Context: an optimization exercise on an open-source flow, tuned for small area and a short achievable clock period. The choices shown serve that exercise and are no tape-out recipe. The RTL was checked by simulation tests, not by an equivalence proof against the original design. Power and IR drop assume default switching activity.

File: config.mk
export PLATFORM = sky130hd
export DESIGN_NAME = frame_processor
export DESIGN_NICKNAME = frame_processor
export VERILOG_FILES = /design/flow/design.v
export SDC_FILE = /design/flow/constraint.sdc
export NUM_CORES = 4
export LEC_CHECK = 0
export CAP_MARGIN = 20
export CORE_MARGIN = 2
export CORE_UTILIZATION = 40
export SETUP_SLACK_MARGIN = 0.3
export SLEW_MARGIN = 20
File: constraint.sdc
create_clock -name core_clock -period 5.0 [get_ports {clk}]
set_input_delay 1.0000 -clock core_clock [delete_from_list [all_inputs] [get_ports {clk}]]
set_output_delay 1.0000 -clock core_clock [all_outputs]
set_load 0.01 [all_outputs]
File: design.v
`default_nettype none
package frame_pkg;
    localparam int PSN_W  = 24;
    localparam int DATA_W = 256;
    typedef enum logic [1:0] {
        TYPE_HEAD = 2'd0,
        TYPE_BODY = 2'd1,
        TYPE_TAIL = 2'd2,
        TYPE_ERR  = 2'd3
    } frame_type_e;
    typedef struct packed {
        logic [PSN_W-1:0] psn;
        frame_type_e      ftype;
    } frame_meta_t;
    typedef struct packed {
        frame_meta_t       meta;
        logic [DATA_W-1:0] data;
    } frame_t;
    typedef struct packed {
        logic   correct;
        frame_t frame;
    } fifo_entry_t;
endpackage
`default_nettype wire
`default_nettype none
package proc_pkg;
    localparam int DEF_CORRECT_DELAY = 5;
    localparam int DEF_ERROR_DELAY   = 2;
    localparam int DEF_REPORT_DELAY  = 4;
    localparam int DELAY_W = 3;
    localparam int DEF_MAIN_DEPTH = 8;
    localparam int DEF_RPT_DEPTH  = 4;
    typedef enum logic [1:0] {
        IDLE,
        PROCESS,
        OUTPUT
    } stage_state_e;
endpackage
`default_nettype wire
`timescale 1ns/1ps
`default_nettype none
module frame_processor (
    input  wire logic                   clk,
    input  wire logic                   rst_n,
    input  wire logic                   i_valid_1,
    output logic                        o_ready_1,
    input  wire logic [281:0]           i_frame_1,
    output logic                        o_valid_2,
    input  wire logic                   i_ready_2,
    output logic      [281:0]           o_frame_2,
    output logic                        o_valid_3,
    input  wire logic                   i_ready_3,
    output logic      [281:0]           o_frame_3,
    output logic                        o_valid_4,
    input  wire logic                   i_ready_4,
    output logic      [25:0]            o_meta_4
);
    localparam int FW = 282;    
    localparam int MW = 26;     
    localparam int NS = 7;      
    localparam int RS = 3;      
    localparam logic [1:0] T_HEAD = 2'd0;
    localparam logic [1:0] T_TAIL = 2'd2;
    localparam logic [1:0] T_ERR  = 2'd3;
    localparam logic [1:0] S_IDLE = 2'd0;
    localparam logic [1:0] S_PROC = 2'd1;
    localparam logic [1:0] S_OUT  = 2'd2;
    logic [FW-1:0] mem [NS];
    logic [NS-1:0] wr_oh, rd_oh, we_r;
    logic [2:0]    mem_cnt;
    logic [3:0]    n_cnt;
    logic          rdy_r;
    logic          ov, pend;
    logic [FW-1:0] oreg;
    logic          verdict;
    logic          in_frame;
    logic [23:0]   exp_psn;
    logic [1:0]    ds;
    logic [2:0]    dcnt;
    logic          v2_r, v3_r;
    logic          accept, load, pop;
    logic [FW-1:0] mem_rd;
    assign accept = i_valid_1 && rdy_r;
    assign load   = !ov && (mem_cnt != 3'd0);
    assign pop    = (v2_r && i_ready_2) || (v3_r && i_ready_3);
    for (genvar k = 0; k < NS; k++) begin : g_mem
        always_ff @(posedge clk) begin
            if (we_r[k]) mem[k] <= i_frame_1;
        end
    end
    always_comb begin
        mem_rd = '0;
        for (int k = 0; k < NS; k++) begin
            mem_rd = mem_rd | (mem[k] & {FW{rd_oh[k]}});
        end
    end
    logic [NS-1:0] wr_oh_nxt;
    logic [3:0]    n_nxt;
    logic          rdy_nxt;
    assign wr_oh_nxt = accept ? {wr_oh[NS-2:0], wr_oh[NS-1]} : wr_oh;
    assign n_nxt     = n_cnt + {3'd0, accept} - {3'd0, pop};
    assign rdy_nxt   = (n_nxt != 4'd8);
    always_ff @(posedge clk) begin
        if (!rst_n) begin
            wr_oh   <= NS'(1);
            rd_oh   <= NS'(1);
            we_r    <= NS'(1);
            mem_cnt <= '0;
            n_cnt   <= '0;
            rdy_r   <= 1'b1;
            ov      <= 1'b0;
            pend    <= 1'b0;
        end else begin
            wr_oh   <= wr_oh_nxt;
            we_r    <= wr_oh_nxt & {NS{rdy_nxt}};
            if (load) rd_oh <= {rd_oh[NS-2:0], rd_oh[NS-1]};
            mem_cnt <= mem_cnt + {2'd0, accept} - {2'd0, load};
            n_cnt   <= n_nxt;
            rdy_r   <= rdy_nxt;
            ov      <= load || (ov && !pop);
            pend    <= load;
        end
    end
    logic [23:0]  o_psn;
    logic [1:0]   o_type;
    logic [255:0] o_data;
    logic         correct;
    assign o_psn  = oreg[281:258];
    assign o_type = oreg[257:256];
    assign o_data = oreg[255:0];
    assign correct = ((o_type == T_HEAD) || in_frame) && (o_psn == exp_psn) && (o_type != T_ERR);
    always_ff @(posedge clk) begin
        if (load) begin
            oreg <= mem_rd;
        end else begin
            oreg[255:0] <= o_data + {232'd0, (o_psn & {24{pend}})};
        end
    end
    always_ff @(posedge clk) begin
        if (!rst_n) begin
            in_frame <= 1'b0;
            exp_psn  <= '0;
        end else if (pend) begin
            if (o_type == T_HEAD) in_frame <= 1'b1;
            else if (o_type == T_TAIL) in_frame <= 1'b0;
            if (correct) exp_psn <= exp_psn + 1'b1;
        end
    end
    always_ff @(posedge clk) begin
        if (pend) verdict <= correct;
    end
    logic [1:0] ds_nxt;
    logic       rfull_r;
    always_comb begin
        ds_nxt = ds;
        case (ds)
            S_IDLE: if (n_cnt != 4'd0 && !rfull_r) ds_nxt = S_PROC;
            S_PROC: if (dcnt == (verdict ? 3'd4 : 3'd1)) ds_nxt = S_OUT;
            S_OUT:  if (pop) ds_nxt = S_IDLE;
            default: ds_nxt = S_IDLE;
        endcase
    end
    always_ff @(posedge clk) begin
        if (!rst_n) begin
            ds   <= S_IDLE;
            dcnt <= '0;
            v2_r <= 1'b0;
            v3_r <= 1'b0;
        end else begin
            ds   <= ds_nxt;
            dcnt <= (ds == S_PROC) ? dcnt + 1'b1 : 3'd0;
            v2_r <= (ds_nxt == S_OUT) && verdict;
            v3_r <= (ds_nxt == S_OUT) && !verdict;
        end
    end
    assign o_ready_1 = rdy_r;
    assign o_valid_2 = v2_r;
    assign o_valid_3 = v3_r;
    assign o_frame_2 = oreg;
    assign o_frame_3 = {oreg[281:256], 256'd0};
    logic [MW-1:0] rmem [RS];
    logic [RS-1:0] rwr_oh, rrd_oh, rwe_r;
    logic [1:0]    rmem_cnt;
    logic [2:0]    rc;
    logic          rov;
    logic [MW-1:0] rreg;
    logic [MW-1:0] rmem_rd;
    logic [1:0]    rs;
    logic [1:0]    rcnt;
    logic          v4_r;
    logic          rload, rpop;
    assign rload = !rov && (rmem_cnt != 2'd0);
    assign rpop  = v4_r && i_ready_4;
    for (genvar k = 0; k < RS; k++) begin : g_rmem
        always_ff @(posedge clk) begin
            if (rwe_r[k]) rmem[k] <= oreg[281:256];
        end
    end
    always_comb begin
        rmem_rd = '0;
        for (int k = 0; k < RS; k++) begin
            rmem_rd = rmem_rd | (rmem[k] & {MW{rrd_oh[k]}});
        end
    end
    always_ff @(posedge clk) begin
        if (rload) rreg <= rmem_rd;
    end
    logic [RS-1:0] rwr_oh_nxt;
    logic [2:0]    rc_nxt;
    logic          rfull_nxt;
    assign rwr_oh_nxt = pop ? {rwr_oh[RS-2:0], rwr_oh[RS-1]} : rwr_oh;
    assign rc_nxt     = rc + {2'd0, pop} - {2'd0, rpop};
    assign rfull_nxt  = (rc_nxt == 3'd4);
    logic [1:0] rs_nxt;
    always_comb begin
        rs_nxt = rs;
        case (rs)
            S_IDLE: if (rc != 3'd0) rs_nxt = S_PROC;
            S_PROC: if (rcnt == 2'd3) rs_nxt = S_OUT;
            S_OUT:  if (i_ready_4) rs_nxt = S_IDLE;
            default: rs_nxt = S_IDLE;
        endcase
    end
    always_ff @(posedge clk) begin
        if (!rst_n) begin
            rwr_oh   <= RS'(1);
            rrd_oh   <= RS'(1);
            rwe_r    <= RS'(1);
            rmem_cnt <= '0;
            rc       <= '0;
            rfull_r  <= 1'b0;
            rov      <= 1'b0;
            rs       <= S_IDLE;
            rcnt     <= '0;
            v4_r     <= 1'b0;
        end else begin
            rwr_oh   <= rwr_oh_nxt;
            rwe_r    <= rwr_oh_nxt & {RS{!rfull_nxt}};
            if (rload) rrd_oh <= {rrd_oh[RS-2:0], rrd_oh[RS-1]};
            rmem_cnt <= rmem_cnt + {1'b0, pop} - {1'b0, rload};
            rc       <= rc_nxt;
            rfull_r  <= rfull_nxt;
            rov      <= rload || (rov && !rpop);
            rs       <= rs_nxt;
            rcnt     <= (rs == S_PROC) ? rcnt + 1'b1 : 2'd0;
            v4_r     <= (rs_nxt == S_OUT);
        end
    end
    assign o_valid_4 = v4_r;
    assign o_meta_4  = rreg;
endmodule
`default_nettype wire
File: run.sh
#!/bin/bash
# synth_recipe.tcl (not shown) runs the flow's synth.tcl, then flattens the netlist and writes it again
# the make line also repeats each setting of config.mk as NAME=value (left out here)
make -C /OpenROAD-flow-scripts/flow DESIGN_CONFIG=/design/flow/config.mk WORK_HOME=/design/flow/orfs CLKGATE_MAP_FILE= SYNTH_SCRIPT=/design/flow/synth_recipe.tcl finish
==> run summary, run 1 <==
status = timing/DRC/antenna clean
Die Height = 494.8 um
CP cell instances = and2_1 -> ha_1 -> nand2_1 -> nor2_1 -> nand3_1 -> and4bb_1 -> o21ai_0 -> buf_4 -> or4_1 -> a31oi_1
relative slew slack = 25.55%
highest-count cells in the layout ignoring fill and taps = edfxtp_1, clkdlybuf4s50_1, a22oi_1
vias in the first global route = 61308
CTS tree = yes
placed cell count = 10237
first-pass GRT wire length = 492.9 mm
drt pass-1 iters = 9
Post-DP HPWL = 241.4 mm
period utilization = 84.41%
placed instance area = 0.1064 mm2
kind of path behind the tightest hold check = reg2reg
Die Width = 494.8 um
slowest stage cell on the critical path = and4bb_1
Clk pin slew, worst setup/hold paths = 60 ps
Fin. Hold Viols = 0
RSZ-0062 raised after global routing = false
hold path start = rcnt[0]$_SDFF_PN0_
Crit Path Class = reg2reg
largest net degree at the start of global routing = 168
R2R depth = 10
ys async rst share = 0%
crit path from = oreg[280]$_DFFE_PP_
CTS Hold Bufs = 0
via count = 66021
antenna violations before repair = 79
H-tree depth = 5
Synth top area share = 65.61%
Gate Count Post-Synth = 6609
ys flop type = edfxtp_1
share of layout cells above drive strength 1 = 8.900%
Yosys cell types = 77
Post-Route WL = 358.1 mm
Final min period = 4221 ps
Overflow after GRT = 0
WHS Path Cells = 1
root buf cell = clkbuf_16
yosys warns = 3
total track usage = 28.37%
setup slack, reg-to-reg = 780 ps
drt drc = 0
DR iter-0 viols = 8409
final-report setup violation count = 0
Req. time, crit path = 5820 ps
post-synth top area cell = edfxtp_1
post-CTS setup buffers = 0
peak supply drop = 0.4665 mV
row cnt = 180
core area = 0.2401 mm2
DR WL/cell = 33.34 um
Area Overhead vs Synth = 19.30%
area of the multi-input gates = 0.02347 mm2
slowest stage delay, CP = 910 ps
Buffers on Ports = 625
Syn Std Cell Area = 0.09635 mm2
Worst-Margin Slew = 1117 ps
Max clock buf depth = 4
Leakage = 37.22 nW
fin cells = 10740
CTS Sinks = 2445
Post-Syn Area per Cell = 14.58 um2
CTS buffer count = 277
sequential share of the synthesized area = 72.67%
DIE AREA = 0.2448 mm2
worst flop-to-flop path endpoint = oreg[214]$_DFF_P_
Post-synth EDFFs = 2105
most common cell after layout, fill and taps aside = edfxtp_1
f_max = 236.9 MHz
routability cong. = 1.014
IO Pins = 882
Routed Antenna Nets = 0
#FFs+latches synth = 2445
CP max FO = 15
Max Slew Vio Count = 0
beginning of the worst register-to-register path = oreg[280]$_DFFE_PP_
CP Capture Type = flip-flop
drt via density = 6.147
PostCTS Resize Cnt = 0
PwrDens = 589.4 mW/mm2
Starting Density = 40.13%
final net count = 7661
FILL cells = 20634
CP startpoint kind = flip-flop
skew final = 95.86 ps
dominant cells by area after synthesis = edfxtp_1, dfxtp_1, a22oi_1, a222oi_1, buf_4
Hold Path End = rcnt[0]$_SDFF_PN0_
final instance area = 0.1149 mm2
max-cap violations = 0
register area = 0.07007 mm2
Worst EP arrival = 5040 ps
Worst-Skew Late Latency = 940 ps
## routing by layer
layer  GRT usage [%]  share of wire (%)
met1           37.04                 39
met2           44.32                 46
met3           7.226                9.7
met4           13.31                5.4
met5               0               0.10
## worst max path at each step
stage                           to  slack (ps)
3_3_place_gp     oreg[214]$_DFF_P_         950
6_report         oreg[214]$_DFF_P_         780
3_5_place_dp     oreg[214]$_DFF_P_         830
4_1_cts          oreg[214]$_DFF_P_         810
2_1_floorplan  mem[5][0]$_DFFE_PP_       -2130
5_1_grt          oreg[214]$_DFF_P_         580
## power breakdown
| part | leakage, nW | switching, W | internal (W) |
|---|---|---|---|
| registers | 22.3 | 0.00349 | 0.0258 |
| logic | 10.8 | 0.0126 | 0.00656 |
| clock network | 4.15 | 0.00801 | 0.0114 |
| total | 37.2 | 0.0241 | 0.0437 |
## state kept, by name, summed over array words and instances, names as in the netlist, 3 cells and up
name     count
wr_oh        7
mem       1974
rmem        78
exp_psn     24
mem_cnt      3
rc           3
rwr_oh       3
we_r         7
rrd_oh       3
rd_oh        7
rwe_r        3
oreg       282
dcnt         3
n_cnt        4
rreg        26
## synthesized netlist by cell type (10+ instances only)
library cell / n
a21oi_1: 82
o21ai_0: 106
or4_1: 127
clkbuf_1: 360
and4_1: 30
ha_1: 38
a211oi_1: 14
a221oi_1: 10
a21o_1: 11
mux2i_1: 19
a222oi_1: 308
xnor2_1: 60
inv_1: 78
nand2_1: 243
a2111oi_0: 17
buf_4: 282
a31oi_1: 174
o31ai_1: 103
a22oi_1: 548
nor3_1: 80
and3_1: 66
o2111ai_1: 24
edfxtp_1: 2105
and2_1: 61
nand4_1: 163
o31a_1: 14
dfxtp_1: 340
o211ai_1: 24
or3_1: 73
xor2_1: 61
or2_2: 14
nor2_1: 341
buf_1: 31
nand3_1: 412
nor4_1: 69
## critical path: cells and delay by family, from the launching register on
kind / cells / cell delay (ps)
buf+inv: 1 / 250
flops: 1 / 590
fa+ha+maj: 1 / 450
compound gates: 2 / 490
simple gates: 6 / 2320
## layout make-up
cell class	instances	area share (%)
Inverter	78	0.2612
Tap cell	3185	3.467
Multi-Input combinational cell	3664	20.42
Clock buffer	360	6.545
Sequential cell	2445	60.96
Timing Repair Buffer	865	7.435
Antenna cell	27	0.05878
Clock inverter	116	0.8588
## logic make-up after synthesis
group                    Yosys count  share of synthesized area (%)
AO/OA/AOI/OAI                   1488                          11.84
XOR/XNOR                         121                          1.100
adder cells (fa/ha/maj)           42                         0.5766
buffers and inverters            755                          4.045
flip-flops                      2445                          72.67
multiplexers                      19                         0.1974
other                              1                       0.003892
AND/OR/NAND/NOR                 1738                          9.565
## metrics by stage
step / setup TNS (ps) / setup WS [ps] / util (%) / power, W / hold WS, ps
floorplan: -1199690 / -2127 / - / 0.03711 / 408.1
global placement: 0 / 948.7 / 44.30 / 0.04825 / 418.8
detailed placement: 0 / 828.0 / 44.30 / 0.04841 / 437.2
CTS: 0 / 810.0 / 47.85 / 0.06771 / 446.2
global route: 0 / 582.5 / 47.86 / 0.06979 / 478.2
finish: 0 / 779.3 / 47.88 / 0.06775 / 446.2
==> run 2: changes to the inputs <==
--- a/design.v
+++ b/design.v
@@ -66,5 +66,17 @@
     localparam logic [1:0] S_PROC = 2'd1;
     localparam logic [1:0] S_OUT  = 2'd2;
-    logic [FW-1:0] mem [NS];
+    localparam int SW = 2 + 1 + 256;
+    logic          in_frame;
+    logic [23:0]   exp_psn;
+    logic [23:0]   i_psn;
+    logic [1:0]    i_type;
+    logic          i_correct;
+    logic [SW-1:0] i_word;
+    assign i_psn     = i_frame_1[281:258];
+    assign i_type    = i_frame_1[257:256];
+    assign i_correct = ((i_type == T_HEAD) || in_frame) && (i_psn == exp_psn) && (i_type != T_ERR);
+    assign i_word    = {i_type, i_correct, i_frame_1[255:24],
+                        i_correct ? i_frame_1[23:0] : i_psn};
+    logic [SW-1:0] mem [NS];
     logic [NS-1:0] wr_oh, rd_oh, we_r;
     logic [2:0]    mem_cnt;
@@ -72,19 +84,29 @@
     logic          rdy_r;
     logic          ov, pend;
-    logic [FW-1:0] oreg;
+    logic [255:0]  o_data;
+    logic [1:0]    o_type;
+    logic [23:0]   cur_psn;
     logic          verdict;
-    logic          in_frame;
-    logic [23:0]   exp_psn;
     logic [1:0]    ds;
     logic [2:0]    dcnt;
     logic          v2_r, v3_r;
     logic          accept, load, pop;
-    logic [FW-1:0] mem_rd;
+    logic [SW-1:0] mem_rd;
     assign accept = i_valid_1 && rdy_r;
     assign load   = !ov && (mem_cnt != 3'd0);
     assign pop    = (v2_r && i_ready_2) || (v3_r && i_ready_3);
+    always_ff @(posedge clk) begin
+        if (!rst_n) begin
+            in_frame <= 1'b0;
+            exp_psn  <= '0;
+        end else if (accept) begin
+            if (i_type == T_HEAD) in_frame <= 1'b1;
+            else if (i_type == T_TAIL) in_frame <= 1'b0;
+            if (i_correct) exp_psn <= exp_psn + 1'b1;
+        end
+    end
     for (genvar k = 0; k < NS; k++) begin : g_mem
         always_ff @(posedge clk) begin
-            if (we_r[k]) mem[k] <= i_frame_1;
+            if (we_r[k]) mem[k] <= i_word;
         end
     end
@@ -92,5 +114,5 @@
         mem_rd = '0;
         for (int k = 0; k < NS; k++) begin
-            mem_rd = mem_rd | (mem[k] & {FW{rd_oh[k]}});
+            mem_rd = mem_rd | (mem[k] & {SW{rd_oh[k]}});
         end
     end
@@ -122,32 +144,65 @@
         end
     end
-    logic [23:0]  o_psn;
-    logic [1:0]   o_type;
-    logic [255:0] o_data;
-    logic         correct;
-    assign o_psn  = oreg[281:258];
-    assign o_type = oreg[257:256];
-    assign o_data = oreg[255:0];
-    assign correct = ((o_type == T_HEAD) || in_frame) && (o_psn == exp_psn) && (o_type != T_ERR);
+    logic cnt_inc;
+    assign cnt_inc = load && mem_rd[256];
+    always_ff @(posedge clk) begin
+        if (!rst_n) begin
+            cur_psn <= '1;
+        end else begin
+            cur_psn <= cur_psn + {23'd0, cnt_inc};
+        end
+    end
     always_ff @(posedge clk) begin
         if (load) begin
-            oreg <= mem_rd;
-        end else begin
-            oreg[255:0] <= o_data + {232'd0, (o_psn & {24{pend}})};
-        end
-    end
-    always_ff @(posedge clk) begin
-        if (!rst_n) begin
-            in_frame <= 1'b0;
-            exp_psn  <= '0;
-        end else if (pend) begin
-            if (o_type == T_HEAD) in_frame <= 1'b1;
-            else if (o_type == T_TAIL) in_frame <= 1'b0;
-            if (correct) exp_psn <= exp_psn + 1'b1;
-        end
-    end
-    always_ff @(posedge clk) begin
-        if (pend) verdict <= correct;
-    end
+            o_type  <= mem_rd[258:257];
+            verdict <= mem_rd[256];
+        end
+    end
+    localparam int NB = 29;
+    logic [24:0]   lo_sum;
+    logic          lo_carry;
+    logic [NB-1:0] blk_ones;
+    logic [NB-1:0] blk_pre;      
+    logic [NB-1:0] blk_cin;      
+    logic [231:0]  bit_pre;      
+    logic [231:0]  hi_inc;
+    assign lo_sum = {1'b0, o_data[23:0]} + {1'b0, (cur_psn & {24{pend && verdict}})};
+    logic [6:0]  bp [NB];
+    logic [NB-1:0] blk_pp;
+    always_comb begin
+        for (int b = 0; b < NB; b++) begin
+            bp[b] = o_data[24+b*8 +: 7];
+            for (int k = 0; k < 3; k++) begin
+                for (int i = 0; i < 7; i++) begin
+                    if ((i >> k) & 1) bp[b][i] = bp[b][i] & bp[b][((i >> k) << k) - 1];
+                end
+            end
+            bit_pre[b*8 +: 8] = {bp[b], 1'b1};
+            blk_ones[b] = bp[b][6] & o_data[24+b*8+7];
+        end
+        blk_pp = blk_ones;
+        for (int k = 0; k < 5; k++) begin
+            for (int i = 0; i < NB; i++) begin
+                if ((i >> k) & 1) blk_pp[i] = blk_pp[i] & blk_pp[((i >> k) << k) - 1];
+            end
+        end
+        blk_pre = {blk_pp[NB-2:0], 1'b1};
+    end
+    always_ff @(posedge clk) begin
+        lo_carry <= lo_sum[24];
+        blk_cin  <= blk_pre & {NB{lo_carry}};
+    end
+    for (genvar b = 0; b < NB; b++) begin : g_inc
+        assign hi_inc[b*8 +: 8] = o_data[24+b*8 +: 8] ^ (bit_pre[b*8 +: 8] & {8{blk_cin[b]}});
+    end
+    always_ff @(posedge clk) begin
+        if (load) begin
+            o_data <= mem_rd[255:0];
+        end else begin
+            o_data <= {hi_inc, lo_sum[23:0]};
+        end
+    end
+    logic [23:0] o_psn;
+    assign o_psn = verdict ? cur_psn : o_data[23:0];
     logic [1:0] ds_nxt;
     logic       rfull_r;
@@ -177,6 +232,6 @@
     assign o_valid_2 = v2_r;
     assign o_valid_3 = v3_r;
-    assign o_frame_2 = oreg;
-    assign o_frame_3 = {oreg[281:256], 256'd0};
+    assign o_frame_2 = {cur_psn, o_type, o_data};
+    assign o_frame_3 = {o_data[23:0], o_type, 256'd0};
     logic [MW-1:0] rmem [RS];
     logic [RS-1:0] rwr_oh, rrd_oh, rwe_r;
@@ -194,5 +249,5 @@
     for (genvar k = 0; k < RS; k++) begin : g_rmem
         always_ff @(posedge clk) begin
-            if (rwe_r[k]) rmem[k] <= oreg[281:256];
+            if (rwe_r[k]) rmem[k] <= {o_psn, o_type};
         end
     end
--- a/config.mk
+++ b/config.mk
@@ -8,5 +8,5 @@
 export CAP_MARGIN = 20
 export CORE_MARGIN = 2
-export CORE_UTILIZATION = 40
-export SETUP_SLACK_MARGIN = 0.3
+export CORE_UTILIZATION = 50
+export SETUP_SLACK_MARGIN = 2.4
 export SLEW_MARGIN = 20
==> run summary, run 2 <==
#FFs+latches synth = 2314 (-5.4%)
status = timing/DRC/antenna clean
drt drc = 0 (unchanged)
Post-Syn Area per Cell = 15.62 um2 (+7.1%)
WHS Path Cells = 0 (-1)
final instance area = 0.1049 mm2 (-8.8%)
DIE AREA = 0.1777 mm2 (-27%)
dominant cells by area after synthesis = edfxtp_1, dfxtp_1, a222oi_1, buf_4, a221oi_1
Yosys cell types = 66 (-14%)
Max clock buf depth = 3 (-1)
peak supply drop = 0.4869 mV (+4.4%)
CTS Hold Bufs = 0 (unchanged)
skew final = 28.89 ps (-66.98 ps)
relative slew slack = 25.29% (-0.25 points)
routability cong. = 0.8753 (-14%)
Req. time, crit path = 5780 ps (-40 ps)
share of layout cells above drive strength 1 = 15.67% (+6.8 points)
DR WL/cell = 27.23 um (-18%)
drt via density = 5.916 (-3.8%)
Area Overhead vs Synth = 20.26%
Clk pin slew, worst setup/hold paths = 60 ps (about the same)
sequential share of the synthesized area = 75.17% (+2.5 points)
kind of path behind the tightest hold check = reg2reg
Die Height = 421.6 um (-15%)
total track usage = 26.46% (-1.9 points)
Overflow after GRT = 0 (unchanged)
first-pass GRT wire length = 348.1 mm (-29%)
met2 wire len = 119.0 mm (-28%)
Routed Antenna Nets = 0 (unchanged)
CP max FO = 6 (-9)
RSZ-0062 raised after global routing = true
Synth top area share = 66.12% (+0.52 points)
core area = 0.1736 mm2 (-28%)
root buf cell = clkbuf_16
met3 WL = 17.17 mm (-50%)
PwrDens = 566.7 mW/mm2 (-3.8%)
post-synth top area cell = edfxtp_1
H-tree depth = 4 (-1)
Syn Std Cell Area = 0.08720 mm2 (-9.5%)
adder-cell share of the synthesized area = 1.082% (+0.51 points)
Worst-Skew Late Latency = 860 ps (-80 ps)
post-synthesis mux area share = 0.4592% (+0.26 points)
Die Width = 421.6 um (-15%)
largest net degree at the start of global routing = 176 (+4.8%)
Worst EP arrival = 3630 ps (-1410 ps)
CTS buffer count = 231 (-17%)
most common cell after layout, fill and taps aside = edfxtp_1
placed instance area = 0.09501 mm2 (-11%)
ys flop type = edfxtp_1
Gate Count Post-Synth = 5583 (-16%)
Crit Path Class = reg2reg
row cnt = 153 (-15%)
ys async rst share = 0% (unchanged)
f_max = 351.5 MHz (+48%)
commonest cells in the netlist = edfxtp_1, dfxtp_1, nor2_1
DR iter-0 viols = 5562 (-34%)
Reg with most FFs = mem
top layer in use = met5
final net count = 6635 (-13%)
CTS Sinks = 2314 (-5.4%)
wl on met1 = 96.85 mm (-31%)
CTS tree = yes
final-report setup violation count = 0 (unchanged)
Buffers on Ports = 625 (unchanged)
IO Pins = 882 (unchanged)
Max Slew Vio Count = 0 (unchanged)
setup slack, reg-to-reg = 2160 ps (+1380 ps)
vias in the first global route = 50792 (-17%)
max-cap violations = 0 (unchanged)
Simple-Gate Fraction of Synth Area = 5.441% (-4.1 points)
main combinational cell family by area after synthesis = compound AO/OA/AOI/OAI gates
max reg flops = 1813 (-8.2%)
Post-DP HPWL = 132.6 mm (-45%)
period utilization = 56.90% (-28 points)
CP startpoint kind = flip-flop
yosys warns = 4 (+1)
highest-count cells in the layout ignoring fill and taps = edfxtp_1, nor2_1, a222oi_1
drt pass-1 iters = 6 (-3)
R2R depth = 12 (+2)
Post-Route WL = 240.7 mm (-33%)
CP Capture Type = flip-flop
Regs by FF count = mem (1813), o_data (256), rmem (78)
Final min period = 2845 ps (-1376 ps)
cell with the most instances after synthesis = edfxtp_1
setup_tns = 0 ps (unchanged)
Worst-Margin Slew = 1121 ps (+3.824 ps)
Post-synth EDFFs = 1920 (-8.8%)
Synth Area in XOR/XNOR = 2.873% (+1.8 points)
Compound-Gate Fraction of Synth Area = 10.83% (-1.0 points)
via count = 52295 (-21%)
antenna violations before repair = 61 (-23%)
FILL cells = 13173 (-36%)
Fin. Hold Viols = 0 (unchanged)
Starting Density = 50.22% (+10 points)
Leakage = 35.95 nW (-3.4%)
-- run 2: area by class of cell --
| type | count | area (um2) | area share [%] |
|---|---|---|---|
| Antenna cell | 31 | 77.57 | 0.07397 |
| Clock buffer | 326 | 6553 | 6.248 |
| Clock inverter | 116 | 1142 | 1.089 |
| Inverter | 95 | 371.6 | 0.3544 |
| Multi-Input combinational cell | 2848 | 19860 | 18.93 |
| Sequential cell | 2314 | 65940 | 62.88 |
| Tap cell | 2325 | 2909 | 2.774 |
| Timing Repair Buffer | 784 | 8013 | 7.641 |
-- run 2: path summary, 6_finish.rpt --
kind                                   startpoint            endpoint
worst min register to register   lo_carry$_DFF_P_  blk_cin[0]$_DFF_P_
worst max register to register  verdict$_DFFE_PN_    lo_carry$_DFF_P_
worst min-delay path             lo_carry$_DFF_P_  blk_cin[0]$_DFF_P_
worst max-delay path            verdict$_DFFE_PN_    lo_carry$_DFF_P_
-- run 2: critical path, cell delays in order, from the launching register on --
cell	delay (ps)
edfxtp_1	460
buf_6	170
buf_16	120
and3_4	180
ha_4	280
nand4_1	160
o41ai_2	280
a21oi_2	90
o21ai_2	190
nand2_1	100
a31o_2	240
o41ai_2	290
buf_4	210
-- run 2: routing by layer --
| metal | global-route usage (%) | vias to the layer above |
|---|---|---|
| li1 | - | 23094 |
| met1 | 34.46 | 26714 |
| met2 | 43.95 | 2084 |
| met3 | 5.434 | 371 |
| met4 | 9.755 | 32 |
| met5 | 0 | - |
-- run 2: per-stage QoR --
stage	worst slack [ps]	total power [W]	cells	utilization [%]	hold slack, ps
after floorplan	1197	0.03463	5838	-	331.4
after global placement	510.0	0.04158	8273	54.71	375.8
after detailed placement	863.1	0.04174	8274	54.72	374.6
after CTS	2136	0.05943	8789	60.01	388.0
after global routing	2063	0.06201	8836	60.39	390.1
final	2155	0.05943	8839	60.40	375.3
-- run 2: logic make-up (layout without fill, tap and decap cells) --
group	Yosys count	after routing
buffers and inverters	677	1321
AOI/OAI and AO/OA	1170	1170
DFF	2314	2314
adders and majority gates	73	73
other	1	287
and+or+nand+nor	1025	1026
xor gates and xnor gates	286	286
muxes	37	37
-- run 2: report_power, final --
part / total [W] / internal, W / switching, W
sequential: 0.0270 / 0.0245 / 0.00247
clock: 0.0174 / 0.0101 / 0.00722
combinational: 0.0151 / 0.00611 / 0.00895
total: 0.0594 / 0.0408 / 0.0186
-- run 2: what timing repair did --
item                                    4_1_cts  5_1_grt
hold endpoints to repair                      0        0
buffers inserted                             71       18
pin swaps                                    28       51
gates resized for setup                    1057      126
cloned                                        2        1
endpoints found under the setup margin      802      260
==> run 3: changes to the inputs <==
--- a/design.v
+++ b/design.v
@@ -146,9 +146,14 @@
     logic cnt_inc;
     assign cnt_inc = load && mem_rd[256];
+    logic [23:0] psn_carry;
+    always_comb begin
+        psn_carry[0] = 1'b1;
+        for (int i = 1; i < 24; i++) psn_carry[i] = psn_carry[i-1] & cur_psn[i-1];
+    end
     always_ff @(posedge clk) begin
         if (!rst_n) begin
             cur_psn <= '1;
         end else begin
-            cur_psn <= cur_psn + {23'd0, cnt_inc};
+            cur_psn <= cur_psn ^ (psn_carry & {24{cnt_inc}});
         end
     end
@@ -160,5 +165,8 @@
     end
     localparam int NB = 29;
-    logic [24:0]   lo_sum;
+    logic          add1, add2;   
+    logic [12:0]   lo_sum_a;
+    logic [12:0]   lo_sum_b;
+    logic          lo_carry_a;
     logic          lo_carry;
     logic [NB-1:0] blk_ones;
@@ -167,5 +175,6 @@
     logic [231:0]  bit_pre;      
     logic [231:0]  hi_inc;
-    assign lo_sum = {1'b0, o_data[23:0]} + {1'b0, (cur_psn & {24{pend && verdict}})};
+    assign lo_sum_a = {1'b0, o_data[11:0]} + {1'b0, (cur_psn[11:0] & {12{add1}})};
+    assign lo_sum_b = {1'b0, o_data[23:12]} + {1'b0, (cur_psn[23:12] & {12{add2}})} + {12'd0, lo_carry_a};
     logic [6:0]  bp [NB];
     logic [NB-1:0] blk_pp;
@@ -190,6 +199,17 @@
     end
     always_ff @(posedge clk) begin
-        lo_carry <= lo_sum[24];
-        blk_cin  <= blk_pre & {NB{lo_carry}};
+        if (!rst_n) begin
+            add1       <= 1'b0;
+            add2       <= 1'b0;
+            lo_carry_a <= 1'b0;
+            lo_carry   <= 1'b0;
+            blk_cin    <= '0;
+        end else begin
+            add1       <= cnt_inc;
+            add2       <= add1;
+            lo_carry_a <= lo_sum_a[12];
+            lo_carry   <= lo_sum_b[12];
+            blk_cin    <= blk_pre & {NB{lo_carry}};
+        end
     end
     for (genvar b = 0; b < NB; b++) begin : g_inc
@@ -200,5 +220,5 @@
             o_data <= mem_rd[255:0];
         end else begin
-            o_data <= {hi_inc, lo_sum[23:0]};
+            o_data <= {hi_inc, lo_sum_b[11:0], lo_sum_a[11:0]};
         end
     end
==> flow/run.sh (new file) <==
#!/bin/bash
# Layout flow: the standard flow (standard.sh, unchanged synthesis) with
# three settings changed:
#  - ports are buffered with buf_2 instead of the default delay-buffer cell
#  - the resizer may change a cell's footprint (MATCH_CELL_FOOTPRINT=0)
#  - clock tree: sink clusters of up to 25 sinks within 60 um, no dummy loads
# Each tool's full output stays in orfs/logs/; make's own output goes to
# standard_flow.log in this folder.
set -euo pipefail
bash standard.sh \
  "BUFFER_PORTS_ARGS=-buffer_cell sky130_fd_sc_hd__buf_2" \
  MATCH_CELL_FOOTPRINT=0 \
  "CTS_ARGS=-sink_clustering_enable -repair_clock_nets -dont_use_dummy_load -sink_clustering_size 25 -sink_clustering_max_diameter 60" \
  finish > standard_flow.log 2>&1
==> standard.sh (new file) <==
#!/bin/bash
# synth_recipe.tcl (not shown) runs the flow's synth.tcl, then flattens the netlist and writes it again
# the make line also repeats each setting of config.mk as NAME=value (left out here)
make -C /OpenROAD-flow-scripts/flow DESIGN_CONFIG=/design/flow/config.mk WORK_HOME=/design/flow/orfs CLKGATE_MAP_FILE= SYNTH_SCRIPT=/design/flow/synth_recipe.tcl "${@:-finish}"
--- a/config.mk
+++ b/config.mk
@@ -8,5 +8,5 @@
 export CAP_MARGIN = 20
 export CORE_MARGIN = 2
-export CORE_UTILIZATION = 50
-export SETUP_SLACK_MARGIN = 2.4
+export CORE_UTILIZATION = 65
+export SETUP_SLACK_MARGIN = 2.5
 export SLEW_MARGIN = 20
removed: run.sh
==> run summary, run 3 <==
Yosys cell types = 64 (-3.0%)
Leakage = 32.47 nW (-9.7%)
Req. time, crit path = 4000 ps (-1780 ps)
CTS buffer count = 144 (-38%)
worst flop-to-flop path endpoint = o_data[10]$_DFF_P_
Worst Path Buf+Inv = 1 (-2)
Overflow after GRT = 0 (unchanged)
cell with the most instances after synthesis = edfxtp_1
setup slack, reg-to-reg = 2530 ps (+370 ps)
Hold Path End = rcnt[0]$_SDFF_PN0_
H-tree depth = 4 (unchanged)
f_max = 399.8 MHz (+14%)
via count = 51514 (-1.5%)
Die Width = 369.9 um (-12%)
area of the multi-input gates = 0.01901 mm2 (-4.2%)
R2R depth = 12 (unchanged)
peak supply drop = 0.4356 mV (-11%)
Buffers on Ports = 625 (unchanged)
DR iter-0 viols = 6404 (+15%)
#FFs+latches synth = 2316 (+0.086%)
Fin. Hold Viols = 0 (unchanged)
drt via density = 6.599 (+12%)
delay-heaviest family, CP = flip-flops
beginning of the worst register-to-register path = cur_psn[0]$_SDFF_PN1_
row cnt = 134 (-12%)
Post-Syn Area per Cell = 15.96 um2 (+2.2%)
CTS tree = yes
highest-count cells in the layout ignoring fill and taps = edfxtp_1, buf_2, nor2_1
first-pass GRT wire length = 327.0 mm (-6.1%)
drt drc = 0 (unchanged)
Max Slew Vio Count = 0 (unchanged)
CTS Hold Bufs = 0 (unchanged)
Clk pin slew, worst setup/hold paths = 80 ps (+20 ps)
Regs by FF count = mem (1813), o_data (256), rmem (78)
routability cong. = 0.8958 (+2.3%)
Crit Path Class = reg2out
CTS Sinks = 2316 (+0.086%)
Worst-Skew Late Latency = 780 ps (-80 ps)
IO Pins = 882 (unchanged)
PwrDens = 535.2 mW/mm2 (-5.6%)
pre-CTS setup slack = 1252 ps (+389.3 ps)
Worst-Margin Slew = 1177 ps (+56.12 ps)
period utilization = 50.03% (-6.9 points)
Worst EP arrival = 1500 ps (-2130 ps)
skew final = 44.07 ps (+15.18 ps)
relative slew slack = 21.55% (-3.7 points)
CP Capture Type = output pin
FILL cells = 8726 (-34%)
CP cell instances = buf_2
ys flop type = edfxtp_1
core area = 0.1331 mm2 (-23%)
Synth top area share = 66.25% (+0.13 points)
max reg flops = 1813 (unchanged)
final net count = 6361 (-4.1%)
DR WL/cell = 29.35 um (+7.8%)
Post-DP HPWL = 131.1 mm (-1.1%)
hold path start = rcnt[0]$_SDFF_PN0_
register area = 0.06571 mm2 (-0.36%)
fin cells = 7806 (-12%)
status = timing/DRC/antenna clean
post-synth top area cell = edfxtp_1
yosys warns = 4 (unchanged)
CP max FO = 1 (-5)
final-report setup violation count = 0 (unchanged)
WHS Path Cells = 1 (+1)
Die Height = 369.9 um (-12%)
RSZ-0062 raised after global routing = true
total track usage = 32.76% (+6.3 points)
setup_tns = 0 ps (unchanged)
Gate Count Post-Synth = 5452 (-2.3%)
ys async rst share = 0% (unchanged)
kind of path behind the tightest hold check = reg2reg
vias in the first global route = 48239 (-5.0%)
placed cell count = 7583 (-8.4%)
max-cap violations = 0 (unchanged)
Post-Route WL = 229.1 mm (-4.8%)
slowest stage cell on the critical path = edfxtp_1
Area Overhead vs Synth = 9.610%
antenna violations before repair = 89 (+46%)
Final min period = 2501 ps (-343.6 ps)
drt pass-1 iters = 9 (+3)
Reg with most FFs = mem
slowest stage delay, CP = 540 ps (+80 ps)
Routed Antenna Nets = 0 (unchanged)
Max clock buf depth = 3 (unchanged)
Post-synth EDFFs = 1920 (unchanged)
DIE AREA = 0.1368 mm2 (-23%)
largest net degree at the start of global routing = 155 (-12%)
most common cell after layout, fill and taps aside = edfxtp_1
commonest cells in the netlist = edfxtp_1, dfxtp_1, nor2_1
Syn Std Cell Area = 0.08703 mm2 (-0.19%)
Final Core Density = 71.66% (+11 points)
dominant cells by area after synthesis = edfxtp_1, dfxtp_1, a222oi_1, buf_4, a221oi_1
slack of the critical path = 2499 ps (+343.6 ps)
Starting Density = 65.37% (+15 points)
root buf cell = clkbuf_16
sequential share of the synthesized area = 75.36% (+0.19 points)
share of layout cells above drive strength 1 = 17.22% (+1.6 points)
CP startpoint kind = flip-flop
-- run 3: changes by cell type after synthesis, sizes merged, moves of 36 or more --
cell and change:
a22oi -73, o21ai -36, a22o +37, nand2 -154, xor2 -42, a221oi +36, nand3 -49
-- run 3: layout make-up --
class	instances	share of cell area, %
flip-flops and latches	2316	68.88
multi-input cells	2722	19.93
repair buffers	726	4.597
clock buffers	144	3.778
well taps	1768	2.319
inverters	88	0.3659
diodes	40	0.1049
repair inverters	2	0.01836
-- run 3: where the power goes --
part           switching [W]  internal [W]
sequential           0.00274        0.0243
combinational        0.00824       0.00493
clock                0.00572       0.00511
total                 0.0167        0.0344
-- run 3: kinds of logic after synthesis --
family / after synthesis / synth area share [%]
multiplexers: 61 / 0.7692
buffers and inverters: 670 / 4.109
XOR/XNOR: 269 / 2.707
adder cells (fa/ha/maj): 73 / 1.101
AO/OA/AOI/OAI: 1178 / 11.05
AND/OR/NAND/NOR: 884 / 4.904
other: 1 / 0.004309
flip-flops: 2316 / 75.36
-- run 3: how the worst max path moves through the flow --
stage / start / to / slack [ps] / cells after the start
floorplan: we_r[5]$_SDFF_PN0_ / mem[5][0]$_DFFE_PP_ / 1200 / 0
global placement: i_valid_1 / we_r[0]$_SDFF_PN1_ / 1270 / 12
detailed placement: i_valid_1 / we_r[0]$_SDFF_PN1_ / 1250 / 12
CTS: rreg[7]$_DFFE_PP_ / o_meta_4[7] / 2450 / 1
global route: i_ready_2 / we_r[0]$_SDFF_PN1_ / 2460 / 14
finish: rreg[9]$_DFFE_PP_ / o_meta_4[9] / 2500 / 1
-- run 3: through the flow --
step | cell area, um2 | hold WS (ps) | power [W]
5_1_grt | 95370 | 447.0 | 0.05315
4_1_cts | 95020 | 412.5 | 0.05098
2_1_floorplan | 88010 | 406.9 | 0.03459
3_3_place_gp | 90970 | 421.5 | 0.03986
3_5_place_dp | 90970 | 421.6 | 0.04009
6_report | 95390 | 426.0 | 0.05106
-- run 3: routing by layer --
metal | part of all wire [%] | wire [um] | vias to the layer above | global-route usage [%]
li1 | - | - | 22344 | -
met1 | 38 | 86400 | 26044 | 43.64
met2 | 49 | 111200 | 2609 | 52.69
met3 | 9.5 | 21830 | 455 | 7.299
met4 | 4.0 | 9208 | 62 | 13.68
met5 | 0.17 | 396 | - | 0
-- run 3: repair_timing --
action / 4_1_cts / 5_1_grt
pin swaps: 8 / 19
gates resized for setup: 63 / 39
endpoints found under the setup margin: 374 / 131
buffers inserted: 21 / 15
cloned: 1 / 2
==> run 4: changes to the inputs <==
--- a/design.v
+++ b/design.v
@@ -122,5 +122,5 @@
     assign wr_oh_nxt = accept ? {wr_oh[NS-2:0], wr_oh[NS-1]} : wr_oh;
     assign n_nxt     = n_cnt + {3'd0, accept} - {3'd0, pop};
-    assign rdy_nxt   = (n_nxt != 4'd8);
+    assign rdy_nxt   = pop || !(n_cnt[3] || (n_cnt == 4'd7 && i_valid_1));
     always_ff @(posedge clk) begin
         if (!rst_n) begin
@@ -145,5 +145,8 @@
     end
     logic cnt_inc;
-    assign cnt_inc = load && mem_rd[256];
+    always_ff @(posedge clk) begin
+        if (!rst_n) cnt_inc <= 1'b0;
+        else        cnt_inc <= load && mem_rd[256];
+    end
     logic [23:0] psn_carry;
     always_comb begin
--- a/config.mk
+++ b/config.mk
@@ -9,4 +9,4 @@
 export CORE_MARGIN = 2
 export CORE_UTILIZATION = 65
-export SETUP_SLACK_MARGIN = 2.5
+export SETUP_SLACK_MARGIN = 2.6
 export SLEW_MARGIN = 20
==> run summary, run 4 <==
Starting Density = 65.33% (about the same)
status = timing/DRC/antenna clean
first-pass GRT wire length = 321.1 mm (-1.8%)
core area = 0.1331 mm2 (unchanged)
Worst Path Buf+Inv = 1 (unchanged)
routability cong. = 0.9398 (+4.9%)
clock network power share = 22.3% (+1.1 points)
commonest cells in the netlist = edfxtp_1, dfxtp_1, nor2_1
Synth top area share = 66.29% (about the same)
GR Layer Usage met1 = 42.82% (-0.82 points)
Post-Syn Area per Cell = 15.86 um2 (-0.63%)
DIE AREA = 0.1367 mm2 (about the same)
slowest stage cell on the critical path = edfxtp_1
ys async rst share = 0% (unchanged)
Worst EP arrival = 1480 ps (-20 ps)
final net count = 6424 (+0.99%)
skew final = 59.31 ps (+15.25 ps)
Internal = 0.03328 W (-3.1%)
DR iter-0 viols = 6285 (-1.9%)
Yosys cell types = 76 (+19%)
CP cell instances = buf_2
most common cell after layout, fill and taps aside = edfxtp_1
Reg with most FFs = mem
DR WL/cell = 28.30 um (-3.6%)
share of layout cells above drive strength 1 = 20.74% (+3.5 points)
NetSw = 0.01526 W (-8.6%)
Final min period = 2477 ps (-24.82 ps)
slowest stage delay, CP = 530 ps (about the same)
dominant cells by area after synthesis = edfxtp_1, dfxtp_1, a222oi_1, buf_4, a221oi_1
largest net degree at the start of global routing = 172 (+11%)
Post-DP HPWL = 127.0 mm (-3.1%)
register area = 0.06603 mm2 (+0.50%)
pre-CTS setup slack = 1230 ps (-22.06 ps)
delay-heaviest family, CP = flip-flops
yosys warns = 4 (unchanged)
Post-Route WL = 222.4 mm (-2.9%)
sequential share of the synthesized area = 75.43% (about the same)
Area Overhead vs Synth = 10.63%
cell with the most instances after synthesis = edfxtp_1
final-report setup violation count = 0 (unchanged)
Max clock buf depth = 3 (unchanged)
met3 usage = 7.593% (+0.29 points)
highest-count cells in the layout ignoring fill and taps = edfxtp_1, buf_2, nor2_1
#FFs+latches synth = 2317 (+0.043%)
Die Height = 369.8 um (about the same)
combinational power share = 24.5% (-1.3 points)
Regs by FF count = mem (1813), o_data (256), rmem (78)
max reg flops = 1813 (unchanged)
setup_tns = 0 ps (unchanged)
CTS tree = yes
IO Pins = 882 (unchanged)
area of the multi-input gates = 0.01920 mm2 (+0.98%)
ys flop type = edfxtp_1
row cnt = 134 (unchanged)
drt via density = 6.526 (-1.1%)
Die Width = 369.8 um (about the same)
kind of path behind the tightest hold check = reg2reg
PwrDens = 504.5 mW/mm2 (-5.7%)
relative slew slack = 20.98% (-0.57 points)
CP Capture Type = output pin
Worst-Skew Late Latency = 790 ps (about the same)
Buffers on Ports = 625 (unchanged)
root buf cell = clkbuf_16
Syn Std Cell Area = 0.08697 mm2 (about the same)
total track usage = 31.85% (-0.91 points)
f_max = 403.8 MHz (+1.0%)
vias in the first global route = 49367 (+2.3%)
CTS Sinks = 2317 (+0.043%)
RSZ-0062 raised after global routing = true
FILL cells = 8669 (-0.65%)
met2 usage = 51.65% (-1.0 points)
CP max FO = 1 (unchanged)
Worst-Margin Slew = 1176 ps (-0.5083 ps)
Max Slew Vio Count = 0 (unchanged)
via count = 51298 (-0.42%)
H-tree depth = 4 (unchanged)
Clk pin slew, worst setup/hold paths = 70 ps (about the same)
Fin. Hold Viols = 0 (unchanged)
gr busiest metal = met2
Post-synth EDFFs = 1920 (unchanged)
drt pass-1 iters = 10 (+1)
Crit Path Class = reg2out
CTS buffer count = 143 (-0.69%)
Req. time, crit path = 4000 ps (about the same)
Gate Count Post-Synth = 5483 (+0.57%)
peak supply drop = 0.4157 mV (-4.6%)
max-cap violations = 0 (unchanged)
period utilization = 49.53% (-0.50 points)
register share of total power = 53.2% (+0.2 points)
antenna violations before repair = 84 (-5.6%)
Sw Share = 31.45% (-1.3 points)
Routed Antenna Nets = 0 (unchanged)
fin cells = 7861 (+0.70%)
Leakage = 32.85 nW (+1.2%)
placed cell count = 7618 (+0.46%)
post-synth top area cell = edfxtp_1
slack of the critical path = 2523 ps (+24.82 ps)
Overflow after GRT = 0 (unchanged)
CP startpoint kind = flip-flop
Pwr Total = 0.04854 W (-4.9%)
drt drc = 0 (unchanged)
-- run 4: changes by cell type in the layout (fill, tap and decap cells not counted), sizes merged, moves of 12 or more --
cell,previous run,this run
a21oi,54,39
buf,726,755
mux2,47,23
nand2,143,229
nand4,79,67
nor2,337,350
xnor2,169,182
-- run 4: per-layer routing --
layer / vias to the layer above / share of wire [%] / wire, um
met1: 26010 / 39 / 85730
met5: - / 0.20 / 437
met2: 2448 / 48 / 107900
li1: 22351 / - / -
met4: 70 / 3.0 / 6686
met3: 419 / 9.8 / 21700
-- run 4: worst paths after layout --
check	startpoint	endpoint	slack [ps]	cells past startpoint
max	rreg[25]$_DFFE_PP_	o_meta_4[25]	2520	1
min	rcnt[0]$_SDFF_PN0_	rcnt[0]$_SDFF_PN0_	430	1
max reg2reg	add1$_SDFF_PN0_	o_data[10]$_DFF_P_	2540	10
min reg2reg	rcnt[0]$_SDFF_PN0_	rcnt[0]$_SDFF_PN0_	430	1
-- run 4: area by class of cell --
class / count / share of cell area [%]
flip-flops and latches: 2317 / 68.63
diodes: 33 / 0.08582
repair buffers: 760 / 4.922
inverters: 86 / 0.3654
clock buffers: 143 / 3.719
repair inverters: 2 / 0.02341
well taps: 1768 / 2.299
multi-input cells: 2752 / 19.96
-- run 4: stage by stage --
| step | cell area [um2] | hold WS, ps | utilization (%) |
|---|---|---|---|
| CTS | 95490 | 407.0 | 71.73 |
| finish | 96220 | 431.4 | 72.28 |
| floorplan | 87960 | 406.9 | - |
| global placement | 91000 | 417.4 | 68.36 |
| global route | 96200 | 434.6 | 72.26 |
| detailed placement | 91000 | 428.5 | 68.36 |
-- run 4: power by group through the flow --
stage	registers [W]	clock network, W	logic, W
finish	0.0258	0.0108	0.0119
global route	0.0261	0.0116	0.0129
CTS	0.0257	0.0109	0.0117
detailed placement	0.0260	0	0.0113
global placement	0.0259	0	0.0112
floorplan	0.0260	0	0.00657
-- run 4: cells by family after synthesis --
family,after synthesis,share of synthesized area [%]
simple gates,951,5.168
buf+inv,670,4.109
compound gates,1154,10.90
flops,2317,75.43
fa+ha+maj,74,1.116
mux,38,0.4704
other cells,1,0.004312
xor+xnor,278,2.800
-- run 4: repair_timing --
action,4_1_cts,5_1_grt
hold buffers,0,0
resized for setup,280,127
pin swaps,29,45
cloned,2,2
buffers inserted,31,32
setup endpoints to repair,484,168
==> run 5: changes to the inputs <==
--- a/design.v
+++ b/design.v
@@ -178,6 +178,26 @@
     logic [231:0]  bit_pre;      
     logic [231:0]  hi_inc;
-    assign lo_sum_a = {1'b0, o_data[11:0]} + {1'b0, (cur_psn[11:0] & {12{add1}})};
-    assign lo_sum_b = {1'b0, o_data[23:12]} + {1'b0, (cur_psn[23:12] & {12{add2}})} + {12'd0, lo_carry_a};
+    function automatic logic [12:0] add12(input logic [11:0] a, input logic [11:0] b,
+                                          input logic cin);
+        logic [11:0] g, p, gg, pp;
+        logic [11:0] c;
+        g  = a & b;
+        p  = a ^ b;
+        gg = g;
+        pp = p;
+        gg[0] = g[0] | (p[0] & cin);
+        for (int k = 0; k < 4; k++) begin
+            for (int i = 0; i < 12; i++) begin
+                if ((i >> k) & 1) begin
+                    gg[i] = gg[i] | (pp[i] & gg[((i >> k) << k) - 1]);
+                    pp[i] = pp[i] & pp[((i >> k) << k) - 1];
+                end
+            end
+        end
+        c = {gg[10:0], cin};
+        add12 = {gg[11], p ^ c};
+    endfunction
+    assign lo_sum_a = add12(o_data[11:0], cur_psn[11:0] & {12{add1}}, 1'b0);
+    assign lo_sum_b = add12(o_data[23:12], cur_psn[23:12] & {12{add2}}, lo_carry_a);
     logic [6:0]  bp [NB];
     logic [NB-1:0] blk_pp;
@@ -255,6 +275,8 @@
     assign o_valid_2 = v2_r;
     assign o_valid_3 = v3_r;
-    assign o_frame_2 = {cur_psn, o_type, o_data};
-    assign o_frame_3 = {o_data[23:0], o_type, 256'd0};
+    logic [1:0] o_type_q;
+    always_ff @(posedge clk) o_type_q <= o_type;
+    assign o_frame_2 = {cur_psn, o_type_q, o_data};
+    assign o_frame_3 = {o_data[23:0], o_type_q, 256'd0};
     logic [MW-1:0] rmem [RS];
     logic [RS-1:0] rwr_oh, rrd_oh, rwe_r;
@@ -326,5 +348,7 @@
     end
     assign o_valid_4 = v4_r;
-    assign o_meta_4  = rreg;
+    logic [MW-1:0] rreg_q;
+    always_ff @(posedge clk) rreg_q <= rreg;
+    assign o_meta_4  = rreg_q;
 endmodule
 `default_nettype wire
--- a/config.mk
+++ b/config.mk
@@ -9,4 +9,4 @@
 export CORE_MARGIN = 2
 export CORE_UTILIZATION = 65
-export SETUP_SLACK_MARGIN = 2.6
+export SETUP_SLACK_MARGIN = 2.8
 export SLEW_MARGIN = 20
==> run summary, run 5 <==
slowest stage cell on the critical path = fa_2
Worst-Skew Late Latency = 790 ps (about the same)
period utilization = 48.25% (-1.3 points)
Crit Path Class = reg2reg
Leakage = 35.41 nW (+7.8%)
highest-count cells in the layout ignoring fill and taps = edfxtp_1, buf_4, buf_6
sequential share of the synthesized area = 75.64% (+0.21 points)
CTS buffer count = 145 (+1.4%)
Reg with most FFs = mem
Post-DP HPWL = 126.5 mm (-0.43%)
#FFs+latches synth = 2345 (+1.2%)
Overflow after GRT = 0 (unchanged)
H-tree depth = 4 (unchanged)
Post-Syn Area per Cell = 16.05 um2 (+1.2%)
Worst EP arrival = 3010 ps (+1530 ps)
fin cells = 8149 (+3.7%)
Worst-Margin Slew = 1073 ps (-103.3 ps)
ys async rst share = 0% (unchanged)
RSZ-0062 raised after global routing = true
Synth top area share = 65.92% (-0.38 points)
ys flop type = edfxtp_1
root buf cell = clkbuf_16
commonest cells in the netlist = edfxtp_1, dfxtp_1, nor2_1
Clk pin slew, worst setup/hold paths = 80 ps (about the same)
drt pass-1 iters = 7 (-3)
Yosys cell types = 63 (-17%)
CP Capture Type = flip-flop
status = timing/DRC/antenna clean
Buffers on Ports = 625 (unchanged)
DIE AREA = 0.1375 mm2 (+0.56%)
CTS tree = yes
Final min period = 2412 ps (-64.14 ps)
antenna violations before repair = 88 (+4.8%)
Starting Density = 65.54% (+0.21 points)
core area = 0.1335 mm2 (+0.25%)
yosys warns = 4 (unchanged)
final-report setup violation count = 0 (unchanged)
CTS Hold Bufs = 0 (unchanged)
Gate Count Post-Synth = 5449 (-0.62%)
slack of the critical path = 2588 ps (+64.14 ps)
cell with the most instances after synthesis = edfxtp_1
f_max = 414.5 MHz (+2.7%)
wl on met1 = 87.22 mm (+1.7%)
CTS Sinks = 2345 (+1.2%)
dominant cells by area after synthesis = edfxtp_1, dfxtp_1, a222oi_1, buf_4, a221oi_1
CP max FO = 3 (+2)
met3 WL = 24.10 mm (+11%)
post-synth top area cell = edfxtp_1
pre-CTS setup slack = 1144 ps (-86.85 ps)
largest net degree at the start of global routing = 163 (-5.2%)
Regs by FF count = mem (1813), o_data (256), rmem (78)
final net count = 6712 (+4.5%)
max-cap violations = 0 (unchanged)
drt via density = 6.552 (+0.40%)
Post-Route WL = 236.6 mm (+6.4%)
placed cell count = 7580 (-0.50%)
IO Pins = 882 (unchanged)
Die Width = 370.8 um (+0.28%)
DR iter-0 viols = 6752 (+7.4%)
via count = 53391 (+4.1%)
peak supply drop = 0.5209 mV (+25%)
drt drc = 0 (unchanged)
row cnt = 134 (unchanged)
DR WL/cell = 29.04 um (+2.6%)
slowest stage delay, CP = 400 ps (-130 ps)
Routed Antenna Nets = 0 (unchanged)
PwrDens = 524.0 mW/mm2 (+3.9%)
top layer in use = met5
Max clock buf depth = 3 (unchanged)
max reg flops = 1813 (unchanged)
Area Overhead vs Synth = 16.53%
routability cong. = 0.8481 (-9.8%)
first-pass GRT wire length = 338.1 mm (+5.3%)
vias in the first global route = 50580 (+2.5%)
total track usage = 33.64% (+1.8 points)
Die Height = 370.8 um (+0.28%)
Max Slew Vio Count = 0 (unchanged)
Req. time, crit path = 5590 ps (+1590 ps)
Syn Std Cell Area = 0.08747 mm2 (+0.57%)
skew final = 45.42 ps (-13.89 ps)
CP startpoint kind = flip-flop
CP cell instances = and2_1 -> ha_1 -> or2_2 -> a21oi_4 -> a31oi_4 -> fa_2 -> xor2_1 -> nor2_1 -> a31oi_1
met2 wire len = 115.4 mm (+7.0%)
most common cell after layout, fill and taps aside = edfxtp_1
setup_tns = 0 ps (unchanged)
Fin. Hold Viols = 0 (unchanged)
share of layout cells above drive strength 1 = 27.02% (+6.3 points)
kind of path behind the tightest hold check = reg2reg
Post-synth EDFFs = 1920 (unchanged)
relative slew slack = 28.47% (+7.5 points)
==> run 5: cell count changes after synthesis, moves of 14 or more <==
cell     before  now
mux2_2       22   46
nand2_1     227  167
nor2_1      350  336
dfxtp_1     397  425
xnor2_1     182  166
nand3_1     114  141
==> run 5: final cells by class <==
class / count / area, um2
Multi-Input combinational cell: 2688 / 19350
Timing Repair inverter: 6 / 75.07
Inverter: 95 / 400.4
Fill cell: 7920 / 31540
Timing Repair Buffer: 1065 / 9140
Sequential cell: 2345 / 67030
Tap cell: 1768 / 2212
Clock buffer: 145 / 3628
Antenna cell: 37 / 92.59
==> run 5: what timing repair did <==
| action | 4_1_cts | 5_1_grt |
|---|---|---|
| hold endpoints to repair | 0 | 0 |
| pin swaps | 35 | 35 |
| endpoints found under the setup margin | 820 | 587 |
| gates resized for setup | 988 | 115 |
| gates cloned | 8 | 1 |
| buffers inserted | 298 | 78 |
==> run 5: report_power, final <==
part	internal [W]	total, W	switching, W
combinational	0.00748	0.0163	0.00881
sequential	0.0242	0.0262	0.00195
clock	0.00514	0.0110	0.00582
total	0.0368	0.0534	0.0166
==> run 5: logic make-up after synthesis <==
kind of cell,count (synthesis),share of synthesized area (%)
other,1,0.004287
multiplexers,70,0.8669
AO/OA/AOI/OAI,1126,10.62
AND/OR/NAND/NOR,886,4.819
flip-flops,2345,75.64
adder cells (fa/ha/maj),78,1.219
buffers and inverters,672,4.108
XOR/XNOR,271,2.714
==> run 5: per-stage QoR <==
step                power, W  hold WS (ps)  area, um2  util (%)
floorplan            0.03280         323.3      88570         -
global placement     0.03742         324.3      91580     68.62
detailed placement   0.03764         326.9      91580     68.62
CTS                  0.05251         331.5     100700     75.44
global route         0.05539         342.6     101900     76.36
finish               0.05341         332.8     101900     76.37
==> run 5: per-layer routing <==
metal	vias to the layer above	global-route usage, %
met5	-	0
met4	68	13.36
met1	27010	45.05
li1	22913	-
met2	2902	53.81
met3	498	7.995
==> run 5: worst paths after layout <==
path                         startpoint                  to  slack [ps]  cells after the start
hold / removal       rreg[21]$_DFFE_PP_  rreg_q[21]$_DFF_P_         330                      0
hold reg to reg      rreg[21]$_DFFE_PP_  rreg_q[21]$_DFF_P_         330                      0
setup / recovery  cur_psn[6]$_SDFF_PN1_   o_data[9]$_DFF_P_        2590                      9
setup reg to reg  cur_psn[6]$_SDFF_PN1_   o_data[9]$_DFF_P_        2590                      9
==> run 5: critical path: cells and delay by family, from the launching register on <==
family                   cells  cell delay, ps
adder cells (fa/ha/maj)      2             730
XOR/XNOR                     1             170
flip-flops                   1             360
AND/OR/NAND/NOR              3             700
AO/OA/AOI/OAI                3             290
==> run 6: changes to the inputs <==
--- a/design.v
+++ b/design.v
@@ -168,18 +168,20 @@
     end
     localparam int NB = 29;
-    logic          add1, add2;   
-    logic [12:0]   lo_sum_a;
-    logic [12:0]   lo_sum_b;
+    logic          add1, add2, add3;   
+    logic [8:0]    lo_sum_a;
+    logic [8:0]    lo_sum_b;
+    logic [8:0]    lo_sum_c;
     logic          lo_carry_a;
+    logic          lo_carry_b;
     logic          lo_carry;
     logic [NB-1:0] blk_ones;
     logic [NB-1:0] blk_pre;      
-    logic [NB-1:0] blk_cin;      
+    logic [NB-1:0] blk_pre_r;    
     logic [231:0]  bit_pre;      
     logic [231:0]  hi_inc;
-    function automatic logic [12:0] add12(input logic [11:0] a, input logic [11:0] b,
-                                          input logic cin);
-        logic [11:0] g, p, gg, pp;
-        logic [11:0] c;
+    function automatic logic [8:0] add8(input logic [7:0] a, input logic [7:0] b,
+                                        input logic cin);
+        logic [7:0] g, p, gg, pp;
+        logic [7:0] c;
         g  = a & b;
         p  = a ^ b;
@@ -187,6 +189,6 @@
         pp = p;
         gg[0] = g[0] | (p[0] & cin);
-        for (int k = 0; k < 4; k++) begin
-            for (int i = 0; i < 12; i++) begin
+        for (int k = 0; k < 3; k++) begin
+            for (int i = 0; i < 8; i++) begin
                 if ((i >> k) & 1) begin
                     gg[i] = gg[i] | (pp[i] & gg[((i >> k) << k) - 1]);
@@ -195,9 +197,10 @@
             end
         end
-        c = {gg[10:0], cin};
-        add12 = {gg[11], p ^ c};
+        c = {gg[6:0], cin};
+        add8 = {gg[7], p ^ c};
     endfunction
-    assign lo_sum_a = add12(o_data[11:0], cur_psn[11:0] & {12{add1}}, 1'b0);
-    assign lo_sum_b = add12(o_data[23:12], cur_psn[23:12] & {12{add2}}, lo_carry_a);
+    assign lo_sum_a = add8(o_data[7:0], cur_psn[7:0] & {8{add1}}, 1'b0);
+    assign lo_sum_b = add8(o_data[15:8], cur_psn[15:8] & {8{add2}}, lo_carry_a);
+    assign lo_sum_c = add8(o_data[23:16], cur_psn[23:16] & {8{add3}}, lo_carry_b);
     logic [6:0]  bp [NB];
     logic [NB-1:0] blk_pp;
@@ -225,17 +228,23 @@
             add1       <= 1'b0;
             add2       <= 1'b0;
+            add3       <= 1'b0;
             lo_carry_a <= 1'b0;
+            lo_carry_b <= 1'b0;
             lo_carry   <= 1'b0;
-            blk_cin    <= '0;
         end else begin
             add1       <= cnt_inc;
             add2       <= add1;
-            lo_carry_a <= lo_sum_a[12];
-            lo_carry   <= lo_sum_b[12];
-            blk_cin    <= blk_pre & {NB{lo_carry}};
+            add3       <= add2;
+            lo_carry_a <= lo_sum_a[8];
+            lo_carry_b <= lo_sum_b[8];
+            lo_carry   <= lo_sum_c[8];
         end
     end
+    always_ff @(posedge clk) begin
+        blk_pre_r <= blk_pre;
+    end
     for (genvar b = 0; b < NB; b++) begin : g_inc
-        assign hi_inc[b*8 +: 8] = o_data[24+b*8 +: 8] ^ (bit_pre[b*8 +: 8] & {8{blk_cin[b]}});
+        assign hi_inc[b*8 +: 8] = o_data[24+b*8 +: 8]
+                                ^ (bit_pre[b*8 +: 8] & {8{blk_pre_r[b] & lo_carry}});
     end
     always_ff @(posedge clk) begin
@@ -243,5 +252,5 @@
             o_data <= mem_rd[255:0];
         end else begin
-            o_data <= {hi_inc, lo_sum_b[11:0], lo_sum_a[11:0]};
+            o_data <= {hi_inc, lo_sum_c[7:0], lo_sum_b[7:0], lo_sum_a[7:0]};
         end
     end
==> run summary, run 6 <==
slowest stage cell on the critical path = dfxtp_2
Buffers on Ports = 625 (unchanged)
GR Layer Usage met1 = 41.89% (-3.2 points)
drt via density = 6.438 (-1.7%)
gr busiest metal = met2
slowest stage delay, CP = 350 ps (-50 ps)
skew final = 54.21 ps (+8.789 ps)
drt pass-1 iters = 7 (unchanged)
first-pass GRT wire length = 328.9 mm (-2.7%)
CP Capture Type = output pin
final instance area = 0.1017 mm2 (-0.27%)
Final min period = 2356 ps (-56.93 ps)
CP cell instances = buf_6 -> buf_6
Die Width = 371.1 um (about the same)
Clk pin slew, worst setup/hold paths = 90 ps (about the same)
Worst-Margin Slew = 1021 ps (-52.36 ps)
CTS Sinks = 2346 (+0.043%)
Max Slew Vio Count = 0 (unchanged)
DIE AREA = 0.1377 mm2 (+0.14%)
clock network power share = 20.5% (about the same)
post-synth top area cell = edfxtp_1
Sw Share = 30.59% (-0.43 points)
yosys warns = 4 (unchanged)
share of layout cells above drive strength 1 = 26.67% (-0.35 points)
Overflow after GRT = 0 (unchanged)
commonest cells in the netlist = edfxtp_1, dfxtp_1, nor2_1
setup_tns = 0 ps (unchanged)
met3 usage = 8.249% (+0.25 points)
Die Height = 371.1 um (about the same)
NetSw = 0.01611 W (-2.8%)
FILL cells = 7960 (+0.51%)
status = timing/DRC/antenna clean
Yosys cell types = 59 (-6.3%)
combinational power share = 30.2% (-0.3 points)
drt drc = 0 (unchanged)
Post-Route WL = 231.1 mm (-2.3%)
Fin. Hold Viols = 0 (unchanged)
ys flop type = edfxtp_1
Synth top area share = 65.82% (-0.096 points)
Routed Antenna Nets = 0 (unchanged)
Post-synth EDFFs = 1920 (unchanged)
DR iter-0 viols = 6630 (-1.8%)
Area Overhead vs Synth = 16.05%
RSZ-0062 raised after global routing = true
Internal = 0.03655 W (-0.78%)
max-cap violations = 0 (unchanged)
Syn Std Cell Area = 0.08759 mm2 (+0.15%)
antenna violations before repair = 98 (+11%)
Final Core Density = 76.07% (-0.30 points)
-- run 6: cell types whose count changed after synthesis, moves of 9 or more --
cell      change
and2_1       +25
nor4_1       +10
clkbuf_1     +10
nand2b_1      -9
nand3_1      -10
-- run 6: kinds of logic after synthesis --
family | synth area share (%)
AOI/OAI and AO/OA | 10.79
xor gates and xnor gates | 2.650
adders and majority gates | 1.234
buffers and inverters | 4.177
DFF | 75.56
muxes | 0.7728
other | 0.004281
and+or+nand+nor | 4.819
-- run 6: cell type report --
| class | count | area (um2) | area share [%] |
|---|---|---|---|
| inverter | 100 | 410.4 | 0.4037 |
| clock buffer | 142 | 3553 | 3.496 |
| multi-input combinational | 2706 | 19200 | 18.89 |
| antenna | 54 | 135.1 | 0.1329 |
| tap | 1768 | 2212 | 2.176 |
| timing repair buffer | 1063 | 9102 | 8.955 |
| timing repair inverter | 2 | 20.02 | 0.01969 |
| sequential | 2346 | 67010 | 65.92 |
-- run 6: stage by stage --
step                      power [W]  hold slack (ps)
after floorplan             0.03275            323.3
after global placement      0.03708            324.8
after detailed placement    0.03730            326.9
after CTS                   0.05176            336.7
after global routing        0.05473            350.5
final                       0.05266            342.8
-- run 6: what timing repair did --
item,4_1_cts,5_1_grt
endpoints found under the setup margin,804,515
resized for setup,958,139
pin swaps,32,43
setup buffers,292,78
cloned,3,2
-- run 6: per-layer routing --
layer	vias to the layer above	wire [um]
met5	-	413
met4	62	9936
met3	498	22880
met2	2663	112000
met1	26477	85860
li1	22970	-
-- run 6: worst paths after layout --
path                                    startpoint                    end  slack [ps]  cells after the start
worst min register to register   rreg[9]$_DFFE_PP_      rreg_q[9]$_DFF_P_         340                      0
worst min-delay path             rreg[9]$_DFFE_PP_      rreg_q[9]$_DFF_P_         340                      0
worst max-delay path            o_data[26]$_DFF_P_          o_frame_2[26]        2640                      2
worst max register to register  o_data[25]$_DFF_P_  blk_pre_r[24]$_DFF_P_        2660                      8
-- run 6: critical path, delay by kind of cell, from the launching register on --
| family | cells | cell delay, ps |
|---|---|---|
| buffers and inverters | 2 | 240 |
| flip-flops | 1 | 350 |
-- run 6: power groups by stage --
stage / registers, W / logic [W] / clock network (W)
3_3_place_gp: 0.0261 / 0.0110 / 0
5_1_grt: 0.0262 / 0.0170 / 0.0116
2_1_floorplan: 0.0263 / 0.00644 / 0
3_5_place_dp: 0.0262 / 0.0111 / 0
4_1_cts: 0.0259 / 0.0150 / 0.0109
6_report: 0.0260 / 0.0159 / 0.0108

==> port drivers added, routing unchanged <==
The results above use ideal ports. As a check the final layouts listed here were re-extracted and re-timed, cells and wires unchanged.
Step 1 assumes that a clkbuf_16 drives the clock port and a buf_2 every other input.
Step 2 also shifts input and output timing later by t, the mid clock arrival at the registers, as if the neighbouring blocks saw the same clock.
Three values: no drivers, after step 1, after step 2; two values: the first two.
run	shift t [ns]	setup WS [ns]
run 1	0.990	0.779 / 0.779 / 0.779
run 2	0.925	2.155 / 2.155 / 1.402
run 3	0.843	2.499 / 2.415 / 1.799
run 4	0.847	2.523 / 2.441 / 1.816
run 5	0.853	2.588 / 2.566 / 2.031
run 6	0.859	2.644 / 2.562 / 2.025
After both steps every run listed still meets setup and hold.
